This is an optimization exercise on Yosys and OpenROAD, whose aim is small area, not a production implementation. RTL that was checked went through simulation tests only; none was proved equivalent to the original. Function not checked in run 3: the RTL went through the layout flow alone. Power is estimated from default activity; no workload was simulated.

File: flow/run.sh
#!/bin/bash
# synth_recipe.tcl (not shown) runs the flow's synth.tcl, then flattens the netlist and writes it again
# the make line also repeats each setting of config.mk as NAME=value (left out here)
make -C /OpenROAD-flow-scripts/flow DESIGN_CONFIG=/design/flow/config.mk WORK_HOME=/design/flow/orfs CLKGATE_MAP_FILE= SYNTH_SCRIPT=/design/flow/synth_recipe.tcl finish
File: flow/config.mk
export PLATFORM = sky130hd
export DESIGN_NAME = audio_seq_synth
export DESIGN_NICKNAME = audio_seq_synth
export VERILOG_FILES = /design/flow/design.v
export SDC_FILE = /design/flow/constraint.sdc
export NUM_CORES = 4
export LEC_CHECK = 0
export CAP_MARGIN = 20
export CORE_MARGIN = 2
export CORE_UTILIZATION = 25
export SLEW_MARGIN = 20
File: flow/constraint.sdc
create_clock -name core_clock -period 10.0 [get_ports {clk}]
set_input_delay 2.0000 -clock core_clock [delete_from_list [all_inputs] [get_ports {clk}]]
set_output_delay 2.0000 -clock core_clock [all_outputs]
set_load 0.01 [all_outputs]
File: flow/design.v
module audio_seq_synth #(
  parameter int NUM_CH    = 2,
  parameter int DEPTH     = 64,
  parameter int HP_W      = 7,
  parameter int TICK_DIV  = 4,
  parameter int SUB_TICKS = 32,
  parameter int SUBSTEPS  = 8,
  parameter int GATE      = 4,
  localparam int ADDR_W   = $clog2(DEPTH),
  localparam int CH_W     = (NUM_CH > 1) ? $clog2(NUM_CH) : 1
) (
  input  logic              clk,
  input  logic              rst,
  input  logic              run,
  input  logic              wr_en,
  input  logic [CH_W-1:0]   wr_ch,
  input  logic [ADDR_W-1:0] wr_addr,
  input  logic [HP_W-1:0]   wr_data,
  input  logic [ADDR_W-1:0] loop_end,
  output logic              audio,
  output logic [NUM_CH-1:0] ch_out,
  output logic [ADDR_W-1:0] step,
  output logic              beat
);
  localparam int PRE_W = (TICK_DIV > 1) ? $clog2(TICK_DIV) : 1;
  localparam int TC_W  = (SUB_TICKS > 1) ? $clog2(SUB_TICKS) : 1;
  localparam int SUB_W = (SUBSTEPS > 1) ? $clog2(SUBSTEPS) : 1;
  localparam int ACC_W = $clog2(NUM_CH + 1) + 1;
  localparam logic [PRE_W-1:0]  PRE_MAX  = PRE_W'(TICK_DIV - 1);
  localparam logic [TC_W-1:0]   TC_MAX   = TC_W'(SUB_TICKS - 1);
  localparam logic [SUB_W-1:0]  SUB_MAX  = SUB_W'(SUBSTEPS - 1);
  localparam logic [ADDR_W-1:0] STEP_MAX = ADDR_W'(DEPTH - 1);
  localparam logic [ACC_W-1:0]  NUM_CH_V = ACC_W'(NUM_CH);
  logic [HP_W-1:0]   mem    [NUM_CH][DEPTH];
  logic [HP_W-1:0]   hp_cur [NUM_CH];
  logic [HP_W-1:0]   hp_ctr [NUM_CH];
  logic [PRE_W-1:0]  presc;
  logic [TC_W-1:0]   tc;
  logic [SUB_W-1:0]  sub;
  logic [ACC_W-1:0]  acc;
  logic [ACC_W-1:0]  ch_sum;
  logic [ACC_W-1:0]  mix_s;
  logic [ADDR_W-1:0] next_step;
  logic              tick;
  logic              boundary;
  logic              gate;
  logic              wrap_pt;
  logic [ADDR_W-1:0] rd_addr;
  assign tick     = run && (presc == PRE_MAX);
  assign boundary = tick && (tc == TC_MAX) && (sub == SUB_MAX);
  assign gate     = run && (32'(sub) < 32'(GATE));
  always_comb begin
    wrap_pt = 1'b0;
    wrap_pt = (step == loop_end) || (step == STEP_MAX);
    next_step = wrap_pt ? '0 : step + 1'b1;
    rd_addr   = run ? next_step : step;
  end
  logic [HP_W-1:0] wdata;
  assign wdata = rst ? '0 : wr_data;
  always_ff @(posedge clk) begin
    for (int c = 0; c < NUM_CH; c++)
      for (int a = 0; a < DEPTH; a++)
        if (rst || (wr_en && 32'(wr_ch) == c && 32'(wr_addr) == a))
          mem[c][a] <= wdata;
  end
  always_ff @(posedge clk or posedge rst) begin
    if (rst) begin
      presc <= '0;
      tc    <= '0;
      sub   <= '0;
      step  <= '0;
      beat  <= 1'b0;
    end else begin
      beat <= boundary;
      if (run) begin
        presc <= tick ? '0 : presc + 1'b1;
        if (tick) begin
          tc <= (tc == TC_MAX) ? '0 : tc + 1'b1;
          if (tc == TC_MAX)
            sub <= (sub == SUB_MAX) ? '0 : sub + 1'b1;
        end
        if (boundary)
          step <= next_step;
      end
    end
  end
  always_ff @(posedge clk or posedge rst) begin
    if (rst) begin
      for (int c = 0; c < NUM_CH; c++) begin
        hp_cur[c] <= '0;
        hp_ctr[c] <= '0;
      end
      ch_out <= '0;
    end else begin
      for (int c = 0; c < NUM_CH; c++) begin
        if (!run || boundary)
          hp_cur[c] <= mem[c][rd_addr];
        if (boundary || !gate || (hp_cur[c] == '0)) begin
          ch_out[c] <= 1'b0;
          hp_ctr[c] <= '0;
        end else if (tick) begin
          if (hp_ctr[c] == hp_cur[c] - 1'b1) begin
            ch_out[c] <= ~ch_out[c];
            hp_ctr[c] <= '0;
          end else begin
            hp_ctr[c] <= hp_ctr[c] + 1'b1;
          end
        end
      end
    end
  end
  always_comb begin
    ch_sum = '0;
    for (int c = 0; c < NUM_CH; c++)
      ch_sum = ch_sum + ACC_W'(ch_out[c]);
    mix_s = acc + ch_sum;
  end
  always_ff @(posedge clk or posedge rst) begin
    if (rst) begin
      acc   <= '0;
      audio <= 1'b0;
    end else if (!run) begin
      audio <= 1'b0;
    end else if (mix_s >= NUM_CH_V) begin
      audio <= 1'b1;
      acc   <= mix_s - NUM_CH_V;
    end else begin
      audio <= 1'b0;
      acc   <= mix_s;
    end
  end
endmodule
==> results of run 1 <==
-- layout by cell type, fill, tap and decap left out, types with 20 or more instances in the layout --
cell type | Yosys | layout
nor3_2 | 7 | 20
o22ai_1 | 45 | 45
and3_1 | 33 | 33
a21oi_1 | 62 | 56
a221oi_1 | 33 | 33
nor3_1 | 78 | 59
clkdlybuf4s50_1 | 0 | 32
clkbuf_16 | 0 | 95
nor4_1 | 22 | 21
a22o_1 | 42 | 41
nand4_1 | 43 | 43
nand3_1 | 69 | 68
o21ai_0 | 99 | 83
clkinv_1 | 0 | 22
a22oi_1 | 222 | 222
o21ai_1 | 16 | 26
a32oi_1 | 37 | 37
dfrtp_1 | 51 | 51
edfxtp_1 | 896 | 896
nor2_1 | 106 | 94
mux2i_1 | 31 | 31
nand2_1 | 318 | 318
buf_4 | 5 | 134
-- cell type report --
cell class / instances / area share
antenna: 4 / 0.000222
inverter: 10 / 0.000942
sequential: 947 / 0.624
timing repair buffer: 168 / 0.0298
multi-input combinational: 1541 / 0.219
clock buffer: 110 / 0.0539
clock inverter: 62 / 0.0153
tap: 2030 / 0.0563
-- per-layer routing --
| layer | part of all wire | global-route usage | up-vias |
|---|---|---|---|
| met3 | 0.14 | 0.0629 | 525 |
| met2 | 0.42 | 0.294 | 2588 |
| met4 | 0.068 | 0.115 | 6 |
| li1 | - | - | 10900 |
| met1 | 0.37 | 0.266 | 14100 |
| met5 | 0.00024 | 0 | - |
-- metrics by stage --
stage	setup WS (ps)	total power (W)
floorplan	3990	0.00512
global placement	1930	0.00538
detailed placement	2530	0.00540
CTS	3280	0.00898
global route	2970	0.00919
finish	2920	0.00900
-- report_power, final --
group          internal, W  switching [W]  leakage (nW)
combinational     0.000115       0.000391          4.01
sequential         0.00471       0.000120          9.31
clock              0.00204        0.00162          1.52
total              0.00687        0.00213          14.8
-- logic make-up after synthesis --
family,count (synthesis),share of synthesized area
XOR/XNOR,28,0.00639
AND/OR/NAND/NOR,758,0.0941
buffers and inverters,156,0.0173
AO/OA/AOI/OAI,702,0.133
multiplexers,41,0.0110
flip-flops,947,0.734
adder cells (fa/ha/maj),12,0.00411
-- worst paths after layout --
| check | to | slack (ps) | cells after the start |
|---|---|---|---|
| worst max-delay path | hp_cur[0][1]$_DFFE_PP0P_ | 2920 | 11 |
| worst min-delay path | sub[1]$_DFFE_PP0P_ | 490 | 2 |
| worst max register to register | hp_cur[0][1]$_DFFE_PP0P_ | 3780 | 11 |
| worst min register to register | sub[1]$_DFFE_PP0P_ | 490 | 2 |
| max in group asynchronous | tc[2]$_DFFE_PP0P_ | 6060 | 3 |
| min in group asynchronous | hp_cur[1][4]$_DFFE_PP0P_ | 2430 | 2 |
-- registers in the layout (all words and copies together), names as in the netlist --
name,flops
acc,3
audio,1
beat,1
ch_out,2
hp_ctr,14
hp_cur,14
mem,896
presc,2
step,6
sub,3
tc,5
-- worst register-to-register path: stages (launching register included) --
cell and delay, ps:
dfrtp_1 920, ha_1 550, and3_1 470, mux2i_1 200, nor2_2 500, nand2_1 110
buf_4 360, nor2_1 1000, a221oi_1 260, and3_1 540, nor4b_1 960, o22ai_1 180
==> summary.md, run 1 <==
| Metric | Value |
|---|---|
| Syn Nets | 2680 |
| Post-synth top cells | 896 x edfxtp_1, 318 x nand2_1, 222 x a22oi_1 |
| Final Util | 0.297 |
| CTS tree | built |
| IO Port Bufs | 33 |
| Status | timing/DRC/antenna clean |
| Rel. slew slack | 0.157 |
| H-tree depth | 3 |
| Setup TNS | 0 ps |
| Netlist cell types | 90 |
| Clock-pin slew on the worst setup and hold paths | ~60 ps |
| Total track usage | 0.202 |
| DIE WIDTH | approximately 400 um |
| Post-synthesis sequential area ratio | 0.734 |
| Largest net degree at the start of global routing | 108 |
| Final Cell Area | approximately 45000 sq um |
| Hold path start | sub[1]$_DFFE_PP0P_ |
| Startpoint types | input pin |
| Area leader, netlist | edfxtp_1 |
| TritonCTS buffer count | 94 |
| PwrDens | 199 nW/um^2 |
| Ratio of cells with drive above 1 in the final layout | 0.129 |
| Worst-Margin Slew | about 1300 ps |
| DRC Markers | 0 |
| Critical path buffer and inverter count | 3 |
| Fin cells | just under 5k |
| Initial Utilization | 0.252 |
| Top FF cell, synth | edfxtp_1 |
| Period utilization | 0.708 |
| Vias/cell | 5.77 |
| Cts hold-fix bufs | 0 |
| Register area | 28200 sq um |
| Slew Viols, Final | 0 |
| Leak | 14.8 nW |
| Die area | 157000 sq um |
| Routed Wire Length | around 160000 um |
| Synthesis-stage register bit count | ~950 |
| Core area | ~150000 sq um |
| Post-synth EDFFs | ~900 |
| Crit path capture type | flip-flop |
| RSZ-0062 raised after global routing | false |
| Placed cell area | about 42000 sq um |
| I/O pin total | 34 |
| Arrival time of the worst setup path | around 7600 ps |
| Num rows | between 100 and 150 |
| Post-synth top area share | 0.701 |
| Vias in the first global route | between 20k and 30k |
| Initial antenna violation count | 8 |
| Hold Path Class | flip-flop to flip-flop |
| Die Y | around 400 um |
| Avg Synthesized Cell Area | around 15 sq um |
| Synth Instances | between 2k and 3k |
| Area delta synth->final | 17.6% |
| Worst-path cell chain | buf_2 > inv_2 > nor3_1 > nand2_1 > nand2_1 > buf_4 > nor3_4 > a2111oi_1 > nand4_1 > nor4b_1 > o22ai_1 |
| Max_cap viols | 0 |
| Setup Skew | 43.0 ps |
| YS warnings | 4 |
| Detailed Place HPWL | approximately 110000 um |
| Fin nets | around 2.8k |
| Dpl cells | approximately 4.7k |
| CP max-delay cell | a2111oi_1 |
| Final Hold Fails | 0 |
| Cell mode on critical path | nand2_1 |
| Crit-path max cell delay | ~1100 ps |
| Antenna Nets Post-Route | 0 |
| Critical path fanouts, max | 39 |
| Ys async rst share | 0.0539 |
| Setup Fix Bufs, Post-CTS | 0 |
| Clock Latency Late Sink | around 740 ps |
| Reg-to-Reg Start | step[0]$_DFFE_PP0P_ |
| Final Setup Violations | 0 |
| Count leader, synth | edfxtp_1 |
| Post_cts resized | 0 |
| Vias | around 28k |
| Initial drt markers | between 5k and 6k |
| First-pass GRT wire length | about 220000 um |
| GPL Wtd Cong | roughly 1 |
| CTS max path bufs | 3 |
| Mapped Area | roughly 38000 sq um |
| Hold Slack | around 500 ps |
| Critical path origin | run |
| Min cycle time layout | between 7000 and 8000 ps |
| Fillers | about 15k |
| VDD IR max | ~0.00012 V |
| Clock sinks | around 950 |
| Drt pass-1 iters | 6 |
| Fmax achieved | 141 MHz |
| Area contributors post-synth | edfxtp_1 70%, a22oi_1 4.3%, dfrtp_1 3.3% |
| Root Buffer | clkbuf_16 |
| Worst EP required | between 10000 and 15000 ps |
| WL/cell | roughly 34 um |
| Crit path kind | input pin to flip-flop |
| Largest delay contributor family on the critical path | simple AND/OR/NAND/NOR gates |
| Multi-input combinational cell area | slightly below 10000 sq um |
| Gr ovfl total | 0 |
==> run 2: changes to the inputs <==
--- a/flow/config.mk
+++ b/flow/config.mk
@@ -10,2 +10,3 @@
 export CORE_UTILIZATION = 25
+export CTS_BUF_LIST = sky130_fd_sc_hd__clkbuf_4
 export SLEW_MARGIN = 20
==> run 2 against run 1 <==
Combinational power about the same. Clock power down 11%. Sequential share of layout area up 0.31 points. Via count up 2.8%. Clock skew up 31 ps. Global-route usage up 0.22 points. First-iteration DRC count down 2.6%. Sequential power about the same.
==> summary.md, run 2 <==
| Metric | Value |
|---|---|
| Setup TNS | 0 ps (unchanged) |
| VDD IR max | 0.000129 V (+9.2%) |
| WL/cell | 32.4 um (-3.5%) |
| H-tree depth | 4 (+1) |
| GPL Wtd Cong | 1.01 (unchanged) |
| TritonCTS buffer count | 226 (+140%) |
| Startpoint types | input pin |
| Worst-Margin Slew | 1310 ps (+45.9 ps) |
| Core area | 152000 sq um (unchanged) |
| Pre-CTS WS | 2530 ps (unchanged) |
| Fmax achieved | 153 MHz (+8.5%) |
| Setup slack, reg-to-reg | 3790 ps (about the same) |
| Commonest non-fill, non-tap cell in the layout | edfxtp_1 |
| Post-synth top area share | 0.701 (unchanged) |
| Avg Synthesized Cell Area | 14.5 sq um (unchanged) |
| Post-synth top cells | 896 x edfxtp_1, 318 x nand2_1, 222 x a22oi_1 |
| I/O pin total | 34 (unchanged) |
| Crit path kind | input pin to flip-flop |
| Fin nets | 2930 (+4.7%) |
| Placed cell area | 42000 sq um (unchanged) |
| Final Hold Fails | 0 (unchanged) |
| Period utilization | 0.652 (-0.0552) |
| PwrDens | 191 nW/um^2 (-4.2%) |
| Status | timing/DRC/antenna clean |
| Register area | 28200 sq um (unchanged) |
| Ys async rst share | 0.0539 (unchanged) |
| Leak | 15.0 nW (+1.4%) |
| Count leader, synth | edfxtp_1 |
| Cts hold-fix bufs | 0 (unchanged) |
| Clock-pin slew on the worst setup and hold paths | 70 ps (about the same) |
| Rel. slew slack | 0.126 (-0.0306) |
| Gr ovfl total | 0 (unchanged) |
| Num rows | 143 (unchanged) |
| Detailed Place HPWL | 108000 um (unchanged) |
| Max_cap viols | 0 (unchanged) |
| Fillers | 15.3k (+1.5%) |
| Total track usage | 0.204 (+0.00217) |
| RSZ-0062 raised after global routing | false |
| Setup Fix Bufs, Post-CTS | 0 (unchanged) |
| Worst setup path endpoint | hp_cur[0][1]$_DFFE_PP0P_ |
| Min cycle time layout | 6520 ps (-552 ps) |
| CTS tree | built |
| Critical path origin | run |
| Area leader, netlist | edfxtp_1 |
| Routed Wire Length | 165000 um (+1.1%) |
| Most frequent cells in the layout | 896 x edfxtp_1, 333 x clkbuf_4, 318 x nand2_1, 222 x a22oi_1, 134 x buf_4 |
| Final Cell Area | 44900 sq um (-0.50%) |
| Worst EP required | 11060 ps (+520 ps) |
| Die area | 157000 sq um (unchanged) |
| Clock Latency Late Sink | 1250 ps (+510 ps) |
| Critical path fanouts, max | 39 (unchanged) |
| Area delta synth->final | 17.0% |
| Initial antenna violation count | 5 (-3) |
| Reg-to-Reg Start | step[0]$_DFFE_PP0P_ |
| Setup Skew | 73.6 ps (+30.6 ps) |
| Max FFs per register | 896 (unchanged) |
| Die Y | 396 um (unchanged) |
| Top FF cell, synth | edfxtp_1 |
| R2R depth | 11 (unchanged) |
| Mapped Area | 38400 sq um (unchanged) |
| Clock sinks | 947 (unchanged) |
| Arrival time of the worst setup path | 7580 ps (-30 ps) |
| DIE WIDTH | 396 um (unchanged) |
| Hold Path Class | flip-flop to flip-flop |
| Drt pass-1 iters | 7 (+1) |
| Final worst slack | 3480 ps (+552 ps) |
| YS warnings | 4 (unchanged) |
| R2r endpoint | hp_cur[0][1]$_DFFE_PP0P_ |
| Regs by FF count | mem: 896 flops, hp_ctr: 14 flops, hp_cur: 14 flops |
| Post-synth EDFFs | 896 (unchanged) |
| Vias in the first global route | 27.1k (+4.0%) |
| DRC Markers | 0 (unchanged) |
| Synthesis-stage register bit count | 947 (unchanged) |
| CTS max path bufs | 3 (unchanged) |
| Initial Utilization | 0.252 (unchanged) |
| Syn Nets | 2680 (unchanged) |
| Slew Viols, Final | 0 (unchanged) |
| Netlist cell types | 90 (unchanged) |
| Ratio of cells with drive above 1 in the final layout | 0.193 (+0.0642) |
| Post_cts resized | 0 (unchanged) |
| Antenna Nets Post-Route | 0 (unchanged) |
| Final Setup Violations | 0 (unchanged) |
| Largest reg by FF count | mem |
| Post-synthesis sequential area ratio | 0.734 (unchanged) |
| Multi-input combinational cell area | 9900 sq um (unchanged) |
| Synth Instances | 2644 (unchanged) |
| Vias | 28.9k (+2.8%) |
| Initial drt markers | 5669 (-2.6%) |
| Crit path capture type | flip-flop |
| Root Buffer | clkbuf_4 |
| Largest net degree at the start of global routing | 108 (unchanged) |
| First-pass GRT wire length | 223000 um (+1.0%) |
| Area contributors post-synth | edfxtp_1 70%, a22oi_1 4.3%, dfrtp_1 3.3% |
| IO Port Bufs | 33 (unchanged) |
| Vias/cell | 5.66 (-1.9%) |
-- run 2: cell counts after synthesis --
Identical to the previous run, type by type.
-- run 2: worst min path at each step --
stage / start / depth (start not counted) / to / slack [ps]
floorplan: sub[1]$_DFFE_PP0P_ / 2 / sub[1]$_DFFE_PP0P_ / 450
global placement: sub[1]$_DFFE_PP0P_ / 2 / sub[1]$_DFFE_PP0P_ / 470
detailed placement: acc[1]$_DFFE_PP0P_ / 2 / acc[1]$_DFFE_PP0P_ / 490
finish: sub[1]$_DFFE_PP0P_ / 2 / sub[1]$_DFFE_PP0P_ / 490
global route: acc[1]$_DFFE_PP0P_ / 2 / acc[1]$_DFFE_PP0P_ / 520
CTS: acc[1]$_DFFE_PP0P_ / 2 / acc[1]$_DFFE_PP0P_ / 500
-- run 2: cell families (layout without fill, tap and decap cells) --
| logic type | after synthesis | count (layout) | share of synthesized area |
|---|---|---|---|
| adders and majority gates | 12 | 12 | 0.00411 |
| AOI/OAI and AO/OA | 702 | 702 | 0.133 |
| and+or+nand+nor | 758 | 758 | 0.0941 |
| other | 0 | 9 | 0 |
| DFF | 947 | 947 | 0.734 |
| muxes | 41 | 41 | 0.0110 |
| buffers and inverters | 156 | 577 | 0.0173 |
| xor gates and xnor gates | 28 | 28 | 0.00639 |
-- run 2: critical path, cell delays in order --
cell       delay (ps)
buf_2             580
inv_2             350
nor3_1            560
nand2_1           570
nand2_1           180
buf_4             550
nor3_4            190
a2111oi_1        1040
nand4_1           410
nor4b_1           870
o22ai_1           180
-- run 2: stage by stage --
stage | std cells | power, W | hold WS [ps] | util
4_1_cts | 5094 | 0.00856 | 502 | 0.295
3_5_place_dp | 4695 | 0.00540 | 487 | 0.276
2_1_floorplan | 2644 | 0.00512 | 454 | -
3_3_place_gp | 4693 | 0.00538 | 470 | 0.275
5_1_grt | 5103 | 0.00882 | 521 | 0.295
6_report | 5104 | 0.00857 | 493 | 0.295
-- run 2: power breakdown --
group | total [W] | switching, W | internal (W)
Sequential | 0.00483 | 0.000120 | 0.00471
Combinational | 0.000507 | 0.000392 | 0.000116
Clock | 0.00324 | 0.00166 | 0.00158
-- run 2: per-layer routing --
layer	vias up	share of wire	global-route usage
met5	-	0.000079	0
met4	2	0.066	0.122
met3	545	0.15	0.0699
met2	2684	0.42	0.297
met1	14400	0.36	0.262
li1	11300	-	-
-- run 2: final cells by class --
cell class	instances	area share
inverter	10	0.000947
tap	2030	0.0565
clock buffer	333	0.0557
antenna	9	0.000501
multi-input combinational	1541	0.220
timing repair buffer	168	0.0300
clock inverter	66	0.00861
sequential	947	0.627
==> run 3: changes to the inputs <==
--- a/flow/design.v
+++ b/flow/design.v
@@ -47,3 +47,2 @@
   logic              wrap_pt;
-  logic [ADDR_W-1:0] rd_addr;
   assign tick     = run && (presc == PRE_MAX);
@@ -55,11 +54,11 @@
     next_step = wrap_pt ? '0 : step + 1'b1;
-    rd_addr   = run ? next_step : step;
   end
-  logic [HP_W-1:0] wdata;
-  assign wdata = rst ? '0 : wr_data;
-  always_ff @(posedge clk) begin
-    for (int c = 0; c < NUM_CH; c++)
-      for (int a = 0; a < DEPTH; a++)
-        if (rst || (wr_en && 32'(wr_ch) == c && 32'(wr_addr) == a))
-          mem[c][a] <= wdata;
+  always_ff @(posedge clk or posedge rst) begin
+    if (rst) begin
+      for (int c = 0; c < NUM_CH; c++)
+        for (int a = 0; a < DEPTH; a++)
+          mem[c][a] <= '0;
+    end else if (wr_en && (32'(wr_ch) < 32'(NUM_CH)) && (32'(wr_addr) < 32'(DEPTH))) begin
+      mem[wr_ch][wr_addr] <= wr_data;
+    end
   end
@@ -95,4 +94,6 @@
       for (int c = 0; c < NUM_CH; c++) begin
-        if (!run || boundary)
-          hp_cur[c] <= mem[c][rd_addr];
+        if (!run)
+          hp_cur[c] <= mem[c][step];
+        else if (boundary)
+          hp_cur[c] <= mem[c][next_step];
         if (boundary || !gate || (hp_cur[c] == '0)) begin
--- a/flow/config.mk
+++ b/flow/config.mk
@@ -10,3 +10,2 @@
 export CORE_UTILIZATION = 25
-export CTS_BUF_LIST = sky130_fd_sc_hd__clkbuf_4
 export SLEW_MARGIN = 20
==> run 3 against run 2 <==
Fmax fell by 3.9%. Area after synthesis rose by 30%. Design area rose by 33%. Highest routed layer unchanged. Still clean on timing, DRC and antenna. Flip-flop and latch count did not move.
==> summary.md, run 3 <==
| Metric | Value |
|---|---|
| Commonest non-fill, non-tap cell in the layout | dfrtp_1 |
| Post-synth top cells | 947 x dfrtp_1, 907 x mux2_2, 531 x a22oi_1 |
| I/O pin total | 34 (unchanged) |
| Largest delay contributor family on the critical path | compound AO/OA/AOI/OAI gates |
| Detailed Place HPWL | 378000 um (+250%) |
| Fmax achieved | 147 MHz (-3.9%) |
| CP max-delay cell | nor4_1 |
| Syn Nets | 4502 (+68%) |
| Routed Wire Length | 509000 um (+210%) |
| IO Port Bufs | 33 (unchanged) |
| PwrDens | 175 nW/um^2 (-8.3%) |
| Largest reg by FF count | mem |
| Sw Ratio | 0.313 (+0.0600) |
| Met3 usage | 0.273 (+0.203) |
| Clk pwr share | 0.456 (+0.078) |
| Total track usage | 0.487 (+0.283) |
| RSZ-0062 raised after global routing | false |
| Worst-Margin Slew | 1350 ps (+39.1 ps) |
| Setup Fix Bufs, Post-CTS | 0 (unchanged) |
| Min cycle time layout | 6790 ps (+267 ps) |
| Initial drt markers | 10.1k (+78%) |
| Post-synth EDFFs | 0 (-100%) |
| Synth Instances | 4462 (+69%) |
| Slew Viols, Final | 0 (unchanged) |
| Post_cts resized | 0 (unchanged) |
| Drt pass-1 iters | 9 (+2) |
| Vias/cell | 7.07 (+25%) |
| Leak | 26.1 nW (+73%) |
| Final Hold Fails | 0 (unchanged) |
| Tot Pwr | 0.0105 W (+22%) |
| Clock sinks | 947 (unchanged) |
| Setup Skew | 68.4 ps (-5.26 ps) |
| Count leader, synth | dfrtp_1 |
| Dpl cells | 7147 (+52%) |
| Placed cell area | 55500 sq um (+32%) |
| Period utilization | 0.679 (+0.0267) |
| Post-synth top area share | 0.476 (-0.225) |
| Hold depth | 2 (unchanged) |
| Top FF cell, synth | dfrtp_1 |
| Largest net degree at the start of global routing | 143 (+32%) |
| Setup slack, reg-to-reg | 3210 ps (-580 ps) |
| Met2 usage | 0.609 (+0.312) |
| Hold Path Class | flip-flop to flip-flop |
| Cell mode on critical path | buf_4 |
| CTS max path bufs | 3 (unchanged) |
| VDD IR max | 0.000146 V (+13%) |
| Hold path start | sub[1]$_DFFE_PP0P_ |
| Area leader, netlist | dfrtp_1 |
| Arrival time of the worst setup path | 7490 ps (-90 ps) |
| R2R depth | 12 (+1) |
| Rel. slew slack | 0.102 (-0.0248) |
| First-pass GRT wire length | 618000 um (+180%) |
| Area contributors post-synth | dfrtp_1 48%, mux2_2 21%, a22oi_1 8.0% |
| Initial antenna violation count | 129 (+124) |
| Fin cells | 7447 (+46%) |
| Synthesis-stage register bit count | 947 (unchanged) |
| Antenna Nets Post-Route | 0 (unchanged) |
| TritonCTS buffer count | 120 (-47%) |
| WL/cell | 68.3 um (+110%) |
| Combinational Power Share | 0.077 (+0.018) |
| Max FFs per register | 896 (unchanged) |
| DIE WIDTH | 450 um (+14%) |
| Crit path capture type | flip-flop |
| Die area | 203000 sq um (+29%) |
| Ys async rst share | 1.00 (+0.946) |
| Flop pwr share | 0.467 (-0.096) |
| Cts hold-fix bufs | 0 (unchanged) |
| Pre-CTS WS | 2860 ps (+328 ps) |
| Regs by FF count | mem: 896 flops, hp_ctr: 14 flops, hp_cur: 14 flops |
| Root Buffer | clkbuf_16 |
| GPL Wtd Cong | 1.10 (+8.2%) |
| Clock-pin slew on the worst setup and hold paths | 70 ps (about the same) |
| Grt met1 use | 0.653 (+0.390) |
| Area delta synth->final | 20.4% |
| Startpoint types | flip-flop |
| Hold endpoint | sub[1]$_DFFE_PP0P_ |
| Reg-to-Reg Start | step[0]$_DFFE_PP0P_ |
| Critical path fanouts, max | 24 (-38%) |
| NetSw | 0.00328 W (+51%) |
| Most frequent cells in the layout | 943 x dfrtp_1, 907 x mux2_2, 530 x a22oi_1, 339 x buf_4, 299 x nand2_1 |
| R2r endpoint | hp_cur[0][4]$_DFFE_PP0P_ |
| Initial Utilization | 0.252 (about the same) |
| Ratio of cells with drive above 1 in the final layout | 0.345 (+0.152) |
| Die Y | 450 um (+14%) |
| Mapped Area | 49800 sq um (+30%) |
| Worst EP required | 10700 ps (-360 ps) |
| Worst-path cell chain | buf_4 > ha_1 > nand3_1 > o21ai_0 > a21o_1 > buf_4 > nor3_4 > buf_4 > a22o_1 > nor4_1 > nand4_1 > a221o_1 |
| Final worst slack | 3210 ps (-267 ps) |
| Crit path kind | flip-flop to flip-flop |
| Clock Latency Late Sink | 860 ps (-390 ps) |
| Crit-path max cell delay | 960 ps (-80 ps) |
| Max_cap viols | 0 (unchanged) |
| Final Setup Violations | 0 (unchanged) |
| Vias | 52.6k (+82%) |
| Gr ovfl total | 0 (unchanged) |
| Num rows | 163 (+14%) |
| CTS tree | built |
| Core area | 198000 sq um (+30%) |
| DRC Markers | 0 (unchanged) |
| Netlist cell types | 74 (-18%) |
| Post-synthesis sequential area ratio | 0.476 (-0.258) |
| Int Power | 0.00721 W (+13%) |
| Avg Synthesized Cell Area | 11.2 sq um (-23%) |
| Final Cell Area | 59900 sq um (+33%) |
| Vias in the first global route | 46.7k (+73%) |
| YS warnings | 4 (unchanged) |
| Most Crowded Layer GR | met1 |
| Critical path buffer and inverter count | 3 (unchanged) |
| Status | timing/DRC/antenna clean |
| H-tree depth | 3 (-1) |
| Fin nets | 4676 (+60%) |
## run 3: cell types whose count changed in the layout (fill, tap and decap cells not counted), sizes merged, moves of 23 or more
cell	before	now
and3	33	56
nor2	109	219
a21oi	62	90
mux2	10	907
diode	9	69
nand4	44	115
o21ai	118	75
clkbuf	333	159
dfrtp	51	947
a221oi	33	90
edfxtp	896	0
a22o	42	81
a22oi	223	531
buf	136	348
## run 3: logic make-up after synthesis
group / count (synthesis) / synth area share
buffers and inverters: 344 / 0.0262
DFF: 947 / 0.476
muxes: 938 / 0.211
adders and majority gates: 16 / 0.00417
and+or+nand+nor: 1052 / 0.105
xor gates and xnor gates: 34 / 0.00598
AOI/OAI and AO/OA: 1131 / 0.172
## run 3: worst reg2reg max path: stages, from the launching register on
cell     delay, ps
dfrtp_1        780
buf_4          470
ha_1           240
nand3_1        390
o21ai_0        800
a21o_1         780
buf_4          570
nor3_4         120
buf_4          330
a22o_1         270
nor4_1         960
nand4_1        550
a221o_1        430
## run 3: layer usage
layer	up-vias	routed length, um
li1	17800	-
met1	28400	214000
met2	5166	187000
met3	1188	77700
met4	47	30100
met5	-	535
## run 3: layout make-up
| class | instances | area [sq um] |
|---|---|---|
| timing repair buffer | 374 | 2980 |
| clock buffer | 159 | 3350 |
| fill | 20300 | 138000 |
| clock inverter | 65 | 842 |
| inverter | 22 | 86.3 |
| tap | 2640 | 3300 |
| antenna | 69 | 173 |
| multi-input combinational | 3171 | 25500 |
| sequential | 947 | 23700 |
## run 3: worst max-delay path by stage
| stage | start | end | slack [ps] | depth (start not counted) |
|---|---|---|---|---|
| after floorplan | rst | acc[0]$_DFFE_PP0P_ | -5040 | 1 |
| after global placement | loop_end[5] | hp_cur[0][6]$_DFFE_PP0P_ | 2330 | 12 |
| after detailed placement | loop_end[1] | hp_cur[0][5]$_DFFE_PP0P_ | 2860 | 11 |
| after CTS | step[0]$_DFFE_PP0P_ | hp_cur[0][5]$_DFFE_PP0P_ | 3510 | 14 |
| after global routing | step[0]$_DFFE_PP0P_ | hp_cur[0][5]$_DFFE_PP0P_ | 3300 | 14 |
| final | step[0]$_DFFE_PP0P_ | hp_cur[0][4]$_DFFE_PP0P_ | 3210 | 12 |
## run 3: power by group through the flow
stage | registers (W) | logic [W] | clock network, W
2_1_floorplan | 0.00441 | 0.000535 | 0
3_3_place_gp | 0.00489 | 0.000773 | 0
3_5_place_dp | 0.00488 | 0.000788 | 0
4_1_cts | 0.00481 | 0.000791 | 0.00480
5_1_grt | 0.00485 | 0.000854 | 0.00495
6_report | 0.00490 | 0.000806 | 0.00479
## run 3: per-stage QoR
stage | hold WS [ps] | setup TNS, ps | util
2_1_floorplan | 454 | -4769940 | -
3_3_place_gp | 465 | 0 | 0.280
3_5_place_dp | 484 | 0 | 0.281
4_1_cts | 498 | 0 | 0.302
5_1_grt | 531 | 0 | 0.303
6_report | 489 | 0 | 0.303
==> run 4: changes to the inputs <==
--- a/flow/design.v
+++ b/flow/design.v
@@ -33,5 +33,11 @@
   localparam logic [ACC_W-1:0]  NUM_CH_V = ACC_W'(NUM_CH);
-  logic [HP_W-1:0]   mem    [NUM_CH][DEPTH];
+  localparam int RL = DEPTH - 1;
+  logic [NUM_CH-1:0][RL-1:0][HP_W-1:0] ring;
+  logic [HP_W-1:0]   tap    [NUM_CH];
+  logic [HP_W-1:0]   m0     [NUM_CH];
+  logic [HP_W-1:0]   cur    [NUM_CH];
+  logic [HP_W-1:0]   nxt    [NUM_CH];
   logic [HP_W-1:0]   hp_cur [NUM_CH];
   logic [HP_W-1:0]   hp_ctr [NUM_CH];
+  logic [ADDR_W-1:0] rot;
   logic [PRE_W-1:0]  presc;
@@ -55,9 +61,75 @@
   end
-  always_ff @(posedge clk or posedge rst) begin
-    if (rst) begin
-      for (int c = 0; c < NUM_CH; c++)
-        for (int a = 0; a < DEPTH; a++)
-          mem[c][a] <= '0;
-    end else if (wr_en && (32'(wr_ch) < 32'(NUM_CH)) && (32'(wr_addr) < 32'(DEPTH))) begin
-      mem[wr_ch][wr_addr] <= wr_data;
+  logic [HP_W-1:0]   wdata;
+  logic [NUM_CH-1:0] wch;
+  logic [ADDR_W:0]   wdiff;
+  logic [ADDR_W-1:0] wpos;
+  logic [RL-1:0]     wsel;
+  assign wdata = rst ? '0 : wr_data;
+  always_comb begin
+    for (int c = 0; c < NUM_CH; c++)
+      wch[c] = wr_en && (32'(wr_ch) == c);
+    wdiff = {1'b0, wr_addr} - {1'b0, rot};
+    if (wdiff[ADDR_W])
+      wpos = ADDR_W'(wdiff + (ADDR_W+1)'(RL));
+    else if (wdiff[ADDR_W-1:0] == ADDR_W'(RL))
+      wpos = '0;
+    else
+      wpos = wdiff[ADDR_W-1:0];
+    for (int k = 0; k < RL; k++)
+      wsel[k] = (wpos == ADDR_W'(k)) && (wr_addr != '0);
+  end
+  always_ff @(posedge clk or posedge rst) begin
+    if (rst)
+      rot <= '0;
+    else
+      rot <= (rot == '0) ? ADDR_W'(RL - 1) : rot - 1'b1;
+  end
+  logic [HP_W-1:0] wdata_n;
+  logic [RL-1:0]   rsel [NUM_CH];
+  assign wdata_n = ~wdata;
+  always_comb
+    for (int c = 0; c < NUM_CH; c++)
+      for (int k = 0; k < RL; k++)
+        rsel[c][k] = rst || (wch[c] && wsel[k]);
+  for (genvar c = 0; c < NUM_CH; c++) begin : g_ch
+    assign tap[c] = ring[c][0];
+    audseq_ring_stage #(.W(HP_W), .INV(0)) u_p0 (
+      .clk(clk), .sel(rsel[c][0]), .wd(wdata), .prev(ring[c][RL-1]),
+      .q(ring[c][0]));
+    for (genvar k = 1; k < RL; k++) begin : g_pos
+      logic [HP_W-1:0] wd;
+      assign wd = (k % 2 == 1) ? wdata : wdata_n;
+      audseq_ring_stage #(.W(HP_W), .INV(1)) u_st (
+        .clk(clk), .sel(rsel[c][k]), .wd(wd), .prev(ring[c][k-1]),
+        .q(ring[c][k]));
+    end
+  end
+  always_ff @(posedge clk) begin
+    for (int c = 0; c < NUM_CH; c++)
+      if (rst || (wch[c] && wr_addr == '0))
+        m0[c] <= wdata;
+  end
+  logic wr_cur, wr_nxt, nxt_fill;
+  assign wr_cur   = (wr_addr == step);
+  assign wr_nxt   = (wr_addr == step + 1'b1);
+  assign nxt_fill = (rot == step);
+  always_ff @(posedge clk or posedge rst) begin
+    if (rst) begin
+      for (int c = 0; c < NUM_CH; c++) begin
+        cur[c] <= '0;
+        nxt[c] <= '0;
+      end
+    end else begin
+      for (int c = 0; c < NUM_CH; c++) begin
+        if (boundary)
+          cur[c] <= (wch[c] && wr_nxt) ? wr_data : nxt[c];
+        else if (wch[c] && wr_cur)
+          cur[c] <= wr_data;
+        if (!boundary) begin
+          if (wch[c] && wr_nxt)
+            nxt[c] <= wr_data;
+          else if (nxt_fill)
+            nxt[c] <= tap[c];
+        end
+      end
     end
@@ -95,5 +167,5 @@
         if (!run)
-          hp_cur[c] <= mem[c][step];
+          hp_cur[c] <= (step == '0) ? m0[c] : cur[c];
         else if (boundary)
-          hp_cur[c] <= mem[c][next_step];
+          hp_cur[c] <= wrap_pt ? m0[c] : nxt[c];
         if (boundary || !gate || (hp_cur[c] == '0)) begin
@@ -133 +205,17 @@
 endmodule
+module audseq_ring_stage #(
+  parameter int W   = 7,
+  parameter bit INV = 1'b1
+) (
+  input  logic         clk,
+  input  logic         sel,
+  input  logic [W-1:0] wd,
+  input  logic [W-1:0] prev,
+  output logic [W-1:0] q
+);
+  always_ff @(posedge clk)
+    if (INV)
+      q <= ~(sel ? wd : prev);
+    else
+      q <= sel ? wd : prev;
+endmodule
--- a/flow/config.mk
+++ b/flow/config.mk
@@ -10,2 +10,4 @@
 export CORE_UTILIZATION = 25
+export CTS_BUF_LIST = sky130_fd_sc_hd__clkbuf_4
 export SLEW_MARGIN = 20
+export SYNTH_HIERARCHICAL = 1
==> run 4 against run 3 <==
Still clean on timing, DRC and antenna. Clock skew down 18 ps. Worst setup slack better by 1300 ps. Flip-flop and latch count up 34. Critical path depth unchanged. Sequential power down 9.4%. Clock power down 34%. Area after synthesis down 29%. Non-clock buffer count down 305. Clock-buffer cell count up 176. Via count down 61%.
==> summary.md, run 4 <==
| Metric | Value |
|---|---|
| Worst-path cell chain | clkdlybuf4s50_1 > inv_1 > ha_1 > fa_1 > nor2b_1 > o22ai_1 > xnor2_1 > nor4_4 > o31ai_1 > and2_4 > a31o_1 > mux2i_1 |
| Post-synth EDFFs | 14 (+14) |
| Num rows | 138 (-15%) |
| Clock Latency Late Sink | 1070 ps (+210 ps) |
| Ys async rst share | 0.0866 (-0.913) |
| WL/cell | 17.4 um (-75%) |
| TritonCTS buffer count | 230 (+92%) |
| Final Cell Area | 39700 sq um (-34%) |
| Largest net degree at the start of global routing | 79 (-45%) |
| Initial Utilization | 0.251 (-0.000621) |
| Count leader, synth | mux2i_1 |
| Period utilization | 0.547 (-0.132) |
| Arrival time of the worst setup path | 6430 ps (-1060 ps) |
| Initial antenna violation count | 1 (-99%) |
| Flop pwr share | 0.529 (+0.062) |
| Post-synth top area share | 0.497 (+0.0209) |
| GPL Wtd Cong | 0.748 (-32%) |
| Routed Wire Length | 84100 um (-83%) |
| Final Setup Violations | 0 (unchanged) |
| Core area | 141000 sq um (-28%) |
| Vias in the first global route | 21.6k (-54%) |
| PwrDens | 211 nW/um^2 (+21%) |
| Drt pass-1 iters | 5 (-4) |
| Leak | 17.7 nW (-32%) |
| DIE WIDTH | 381 um (-15%) |
| Post-synthesis sequential area ratio | 0.568 (+0.0925) |
| Hold path start | g_ch[1].g_pos[27].u_st.q[3]$_DFF_P_ |
| Antenna Nets Post-Route | 0 (unchanged) |
| CTS max path bufs | 3 (unchanged) |
| NetSw | 0.00214 W (-35%) |
| Fin nets | 2857 (-39%) |
| Status | timing/DRC/antenna clean |
| Area leader, netlist | dfxtp_1 |
| Hold endpoint | g_ch[1].g_pos[28].u_st.q[3]$_DFF_P_ |
| Area contributors post-synth | dfxtp_1 50%, mux2i_1 26%, dfrtp_1 6.0% |
| Final Hold Fails | 0 (unchanged) |
| Post-synth top cells | 925 x mux2i_1, 882 x dfxtp_1, 138 x buf_6 |
| First-pass GRT wire length | 130000 um (-79%) |
| Setup Skew | 50.1 ps (-18.3 ps) |
| Max_cap viols | 0 (unchanged) |
| Vias | 20.6k (-61%) |
| I/O pin total | 34 (unchanged) |
| Critical path fanouts, max | 30 (+25%) |
| DRC Markers | 0 (unchanged) |
| Combinational Power Share | 0.096 (+0.019) |
| Initial drt markers | 1082 (-89%) |
| Crit path kind | input pin to flip-flop |
| H-tree depth | 4 (+1) |
| Netlist cell types | 69 (-6.8%) |
| Most frequent cells in the layout | 925 x mux2i_1, 882 x dfxtp_1, 335 x clkbuf_4, 85 x dfrtp_1, 84 x a31o_1 |
| Synth Instances | 2707 (-39%) |
| Vias/cell | 4.26 (-40%) |
| Setup TNS | 0 ps (unchanged) |
| Top FF cell, synth | dfxtp_1 |
| Clock-pin slew on the worst setup and hold paths | 70 ps (about the same) |
| RSZ-0062 raised after global routing | false |
| Register area | 20200 sq um (-15%) |
| Min cycle time layout | 5470 ps (-1320 ps) |
| Worst-Margin Slew | 1110 ps (-233 ps) |
| Die area | 145000 sq um (-28%) |
| YS warnings | 23 (+19) |
| Die Y | 381 um (-15%) |
| Area delta synth->final | 11.6% |
| Ratio of cells with drive above 1 in the final layout | 0.165 (-0.180) |
| Startpoint types | input pin |
| Int Power | 0.00624 W (-13%) |
| Sw Ratio | 0.255 (-0.0576) |
| Max FFs per register | 868 (-3.1%) |
| CP max-delay cell | o31ai_1 |
| IO Port Bufs | 33 (unchanged) |
| Syn Nets | 2755 (-39%) |
| Total track usage | 0.114 (-0.373) |
| Clock sinks | 981 (+3.6%) |
| Slew Viols, Final | 0 (unchanged) |
| Hold depth | 1 (-1) |
| Gr ovfl total | 0 (unchanged) |
| Rel. slew slack | 0.256 (+0.155) |
| Fmax achieved | 183 MHz (+24%) |
| Setup slack, reg-to-reg | 5630 ps (+2420 ps) |
| Cts hold-fix bufs | 0 (unchanged) |
| VDD IR max | 0.0000848 V (-42%) |
| Clk pwr share | 0.375 (-0.081) |
| CTS tree | built |
| Setup Fix Bufs, Post-CTS | 0 (unchanged) |
| Detailed Place HPWL | 46600 um (-88%) |
| Multi-input combinational cell area | 13500 sq um (-47%) |
| Hold Path Class | flip-flop to flip-flop |
| Reg-to-Reg Start | rot[0]$_DFF_PP0_ |
| R2R depth | 10 (-2) |
| Crit-path max cell delay | 640 ps (-320 ps) |
| R2r endpoint | g_ch[1].g_pos[6].u_st.q[6]$_DFF_P_ |
| Fillers | 14.4k (-29%) |
| Crit path capture type | flip-flop |
| Avg Synthesized Cell Area | 13.1 sq um (+18%) |
| Largest reg by FF count | g_ch.g_pos.u_st.q |
| Commonest non-fill, non-tap cell in the layout | mux2i_1 |
| Post_cts resized | 0 (unchanged) |
| Synthesis-stage register bit count | 981 (+3.6%) |
| Root Buffer | clkbuf_4 |
| Mapped Area | 35500 sq um (-29%) |
| Worst EP required | 10960 ps (+260 ps) |
| Placed cell area | 36800 sq um (-34%) |
run 4: cell count changes in the layout (fill, tap and decap cells not counted), sizes merged, moves of 90 or more:
cell,before,now
a221oi,90,0
clkbuf,159,336
dfrtp,947,85
dfxtp,0,882
a22oi,531,0
nand2,306,63
nor2,219,36
a31o,0,118
buf,348,36
mux2i,31,925
nand4,115,8
mux2,907,22
run 4: worst max-delay path, delay by kind of cell:
family	cells	cell delay, ps
buffers and inverters	2	620
and+or+nand+nor	3	940
adders and majority gates	2	630
muxes	1	370
AOI/OAI and AO/OA	3	1290
xor gates and xnor gates	1	560
run 4: power by group through the flow:
stage | sequential (W) | clock (W) | combinational, W
6_report | 0.00444 | 0.00314 | 0.000803
5_1_grt | 0.00447 | 0.00345 | 0.000873
4_1_cts | 0.00444 | 0.00324 | 0.000805
3_5_place_dp | 0.00452 | 0 | 0.000800
3_3_place_gp | 0.00452 | 0 | 0.000781
2_1_floorplan | 0.00447 | 0 | 0.000641
run 4: worst max path at each step:
| stage | start | to | cells after the start |
|---|---|---|---|
| finish | wr_addr[0] | g_ch[1].g_pos[6].u_st.q[6]$_DFF_P_ | 12 |
| global route | wr_addr[0] | g_ch[0].u_p0.q[2]$_DFF_P_ | 12 |
| CTS | wr_addr[0] | g_ch[1].g_pos[6].u_st.q[6]$_DFF_P_ | 12 |
| floorplan | rst | g_ch[0].u_p0.q[6]$_DFF_P_ | 6 |
| global placement | wr_addr[0] | g_ch[1].g_pos[6].u_st.q[6]$_DFF_P_ | 12 |
| detailed placement | wr_addr[0] | g_ch[0].u_p0.q[4]$_DFF_P_ | 12 |
run 4: metal layers:
metal	GRT usage	wire length (um)	up-vias
met5	0	0	-
met4	0.0436	1800	0
met3	0.0272	4670	125
met2	0.174	37000	542
met1	0.155	40700	10100
li1	-	-	9921
run 4: kinds of logic (layout without fill, tap and decap cells):
group	after synthesis	in the layout	share of synthesized area
DFF	981	981	0.568
muxes	947	947	0.269
AOI/OAI and AO/OA	252	252	0.0551
buffers and inverters	243	487	0.0555
and+or+nand+nor	205	205	0.0289
xor gates and xnor gates	55	55	0.0142
adders and majority gates	24	24	0.00887
other	0	4	0
run 4: stage by stage:
stage / hold WS (ps) / setup WS, ps / power, W / cells / util
4_1_cts: 348 / 4750 / 0.00848 / 4840 / 0.280
6_report: 351 / 4530 / 0.00838 / 4845 / 0.280
2_1_floorplan: 387 / 1830 / 0.00511 / 2707 / -
3_3_place_gp: 388 / 3560 / 0.00530 / 4466 / 0.260
5_1_grt: 362 / 4460 / 0.00879 / 4842 / 0.280
3_5_place_dp: 392 / 3620 / 0.00532 / 4466 / 0.260
run 4: final cells by class:
cell class	instances	area share
antenna	4	0.000252
multi-input combinational	1483	0.340
inverter	44	0.00445
tap	1890	0.0596
timing repair buffer	69	0.0150
clock inverter	39	0.00757
sequential	981	0.509
clock buffer	335	0.0634

==> static timing again, ports no longer ideal <==
No port has a modelled driver above. Below, the same layouts with a new extraction and two added sets of constraints.
Step 1 sets driving cells, clkbuf_16 on the clock port and buf_2 on the other inputs (assumed; they add their load-dependent delay and slew).
Step 2 also shifts input and output timing later by t, the mid clock arrival at the registers, as if the neighbouring blocks saw the same clock.
Three values: ideal, step 1, step 2; two values: the first two.
run | shift t [ns] | setup slack, ns | hold slack, ns | worst setup path after step 2 | cell pins on the clock port's net
run 1 | 0.788 | 2.924 / 2.958 / 2.169 | 0.489 / 0.489 / 0.489 | input to register | 1
run 2 | 1.272 | 3.476 / 3.512 / 2.240 | 0.493 / 0.493 / 0.493 | input to register | 1
run 3 | 0.916 | 3.210 / 3.210 / 2.422 | 0.489 / 0.489 / 0.489 | input to register | 1
run 4 | 1.105 | 4.530 / 4.563 / 3.458 | 0.351 / 0.351 / 0.351 | input to register | 1
After both steps setup and hold are still met in every run listed. The setup slack of run 2, which loses most, moves by +0.036 ns with the drivers and by -1.236 ns with both steps.
